What follows belongs to an exercise in optimizing a design on an open flow for small area, a short achievable clock period and few clock cycles per item; a production flow would make more cautious choices.
Only simulation tests tie the RTL to the original design; equivalence was not proved.
No activity file was given, so power comes from the tool's default toggle rates.

Setup of cedar:
## alu_exec_unit
module alu_exec_unit #(
    parameter  int WIDTH = 64,
    parameter  int DEPTH = 32,
    localparam int AW    = $clog2(DEPTH)
) (
    input  logic             i_clock,
    input  logic             i_reset_n,
    input  logic             i_cmd_valid,
    output logic             o_cmd_ready,
    input  logic [2:0]       i_cmd_op,
    input  logic [AW-1:0]    i_cmd_rs1,
    input  logic [AW-1:0]    i_cmd_rs2,
    input  logic [AW-1:0]    i_cmd_rd,
    input  logic             i_ld_valid,
    input  logic [AW-1:0]    i_ld_addr,
    input  logic [WIDTH-1:0] i_ld_data,
    output logic             o_rsp_valid,
    output logic [WIDTH-1:0] o_rsp_result,
    output logic             o_rsp_carry,
    output logic             o_rsp_overflow,
    output logic             o_rsp_zero,
    output logic             o_rsp_illegal
);
    localparam int LV = $clog2(WIDTH + 1);    
    logic [WIDTH-1:0]   r_regs [DEPTH];
    logic [DEPTH-1:1]   r_written;
    logic               r_d_v;
    logic [2:0]         r_d_op;
    logic [AW-1:0]      r_d_rd;
    logic [DEPTH-1:1]   r_d_sel_a;
    logic [DEPTH-1:1]   r_d_sel_b;
  ...
Size in the first run: roughly 2400 flip-flops, roughly 160 I/O pins, roughly 0.11 mm² of cells after synthesis.
==> flow/config.mk <==
export PLATFORM = sky130hd
export DESIGN_NAME = alu_exec_unit
export DESIGN_NICKNAME = alu_exec_unit
export VERILOG_FILES = /design/flow/design.v
export SDC_FILE = /design/flow/constraint.sdc
export NUM_CORES = 4
export LEC_CHECK = 0
export ABC_AREA = 1
export CAP_MARGIN = 20
export CORE_MARGIN = 2
export CORE_UTILIZATION = 40
export CTS_CLUSTER_DIAMETER = 60
export CTS_CLUSTER_SIZE = 24
export GPL_ROUTABILITY_DRIVEN = 1
export GPL_TIMING_DRIVEN = 1
export PLACE_DENSITY = 0.5
export SETUP_SLACK_MARGIN = 2.35
export SLEW_MARGIN = 20
export TNS_END_PERCENT = 5
==> flow/constraint.sdc <==
create_clock -name core_clock -period 5.0 [get_ports {i_clock}]
set_input_delay 1.0000 -clock core_clock [delete_from_list [all_inputs] [get_ports {i_clock}]]
set_output_delay 1.0000 -clock core_clock [all_outputs]
set_load 0.01 [all_outputs]
run.sh (not shown) runs the stock make flow with config.mk's settings and CLKGATE_MAP_FILE= SYNTH_SCRIPT=/design/flow/synth_recipe.tcl, a recipe that flattens the netlist after the stock synthesis.
In summary, cedar completed successfully, with a layout that passed the timing, DRC and antenna checks.
Testbench counts of cedar, summed over its fixed seeds: cycles 11,232, commands 9,600.
#### Input delta (juniper over cedar)
- changing SETUP_SLACK_MARGIN from 2.35 to 2.5
==> flow/flow/run.sh (new file) <==
#!/bin/bash
set -euo pipefail
sed 's|"\${@:-finish}"|BUFFER_PORTS_ARGS="-buffer_cell sky130_fd_sc_hd__buf_4" "${@:-finish}"|' standard.sh > standard_buf.sh
grep -q 'BUFFER_PORTS_ARGS=' standard_buf.sh
bash standard_buf.sh > flow_make.log 2>&1
==> flow/standard.sh (new file) <==
#!/bin/bash
# synth_recipe.tcl (not shown) runs the flow's synth.tcl, then flattens the netlist and writes it again
# the make line also repeats each setting of config.mk as NAME=value (left out here)
make -C /OpenROAD-flow-scripts/flow DESIGN_CONFIG=/design/flow/config.mk WORK_HOME=/design/flow/orfs CLKGATE_MAP_FILE= SYNTH_SCRIPT=/design/flow/synth_recipe.tcl "${@:-finish}"
removed: flow/run.sh
==> results.txt <==
Changes observed in juniper relative to cedar: register share of total power dropped 1.5 points, sequential share of layout area moved down.
Clock transition at the registers of the reported paths across cedar and juniper: no real change.
The area used by sequential logic in the layout on juniper is in line with that on cedar.
As of juniper, non-clock buffer count had risen by more than 10% compared to cedar.
Cell area | juniper vs cedar | juniper larger
Changes in lagoon relative to juniper:
- changing PLACE_DENSITY from 0.5 to 0.6
==> flow/run.sh (new file) <==
#!/bin/bash
# synth_recipe.tcl (not shown) runs the flow's synth.tcl, then flattens the netlist and writes it again
# the make line also repeats each setting of config.mk as NAME=value (left out here)
make -C /OpenROAD-flow-scripts/flow DESIGN_CONFIG=/design/flow/config.mk WORK_HOME=/design/flow/orfs CLKGATE_MAP_FILE= SYNTH_SCRIPT=/design/flow/synth_recipe.tcl finish
removed: flow/flow/run.sh
removed: flow/standard.sh
[summary]
Changes observed in lagoon relative to juniper: global-route usage shrank by 4.7 points, total wire length after detailed routing shrank by 9.7%, power shrank by about 8%.
[inputs] sierra vs lagoon
- CTS_CLUSTER_DIAMETER now 50, was 60
- CTS_CLUSTER_SIZE now 20, was 24
- TNS_END_PERCENT now 100, was 5
- PLACE_DENSITY now 0.5, was 0.6
- SETUP_SLACK_MARGIN now 2.6, was 2.5
Findings:
sierra vs lagoon: total non-filler cell area in the finished layout up in sierra. sierra has completed all stages; timing, DRC and antenna checks passed. Re critical path depth: lagoon and sierra aren't equal, and the higher value belongs to sierra. Row power in combinational cells: sierra higher / lagoon lower.
Input changes introduced in onyx (baseline for comparison: sierra):
- TNS_END_PERCENT: 100 -> 0
- CTS_CLUSTER_DIAMETER: 50 -> 60
- SETUP_SLACK_MARGIN: 2.6 -> 2.5
- CTS_CLUSTER_SIZE: 20 -> 24
==> comparison <==
onyx has completed all stages; timing, DRC and antenna checks passed.
Compared onyx against sierra; count of multi-input gates within noise.
Compared to sierra, onyx shows a narrower setup margin.
onyx: routed length on met3 is about 4% lower than what sierra reported.
Compared to sierra, the routing of onyx uses less wire.
For amber, these inputs were changed with respect to onyx:
- TNS_END_PERCENT now 5, was 0
- SETUP_SLACK_MARGIN now 2.65, was 2.5
==> results.txt <==
Critical path depth ends up higher on onyx. Summary — power share of the sequential group, amber relative to onyx: lower, by 0.6 points. Across both runs, final worst-path cycle share was lower for amber than for onyx. amber: clock period minus final worst setup slack is 0.17 ns lower than what onyx reported. In the tables for onyx and amber, wire length reads higher with amber. amber ended up with a higher filler-free cell count of the finished design than onyx did. amber: data arrival time of the worst path lower than onyx. onyx → amber: register-to-register slack +0.17 ns; biggest cell delay along the critical path decreased 0.15 ns.

[separate check: timing with driven ports]
Ports are ideal in the flow. The routed layouts listed here were re-timed in OpenROAD. Step 1 assumes that a clkbuf_16 drives the clock port and a buf_2 every other input. Step 2 times the ports against the registers' clock, not the clock port: input delays grow and output delays shrink by t, the midpoint of the rising clock arrivals with the driver on. a / b / c = ideal ports / drivers / drivers and shift; a / b = the first two.
run	t (ns)	setup WS [ns]	hold slack, ns	worst data-port slew with drivers (ns)	pins driven straight from the clock port
cedar	1.056	1.923 / 1.923 / 1.287	0.028 / -0.065 / 0.327	0.22	1
juniper	1.066	2.208 / 2.208 / 1.489	0.141 / 0.058 / 0.335	0.11	1
lagoon	1.038	2.176 / 2.151 / 1.634	0.017 / -0.020 / 0.340	0.09	1
sierra	1.055	2.383 / 2.383 / 1.698	0.040 / -0.060 / 0.325	0.24	1
onyx	1.046	2.216 / 2.216 / 1.486	0.041 / -0.050 / 0.327	0.19	1
amber	1.050	2.382 / 2.382 / 1.609	0.044 / -0.048 / 0.327	0.20	1
After both steps every run listed still meets setup and hold. For amber, which loses most, drivers alone change the setup slack by 0.000 ns; drivers and shift together by -0.773 ns.
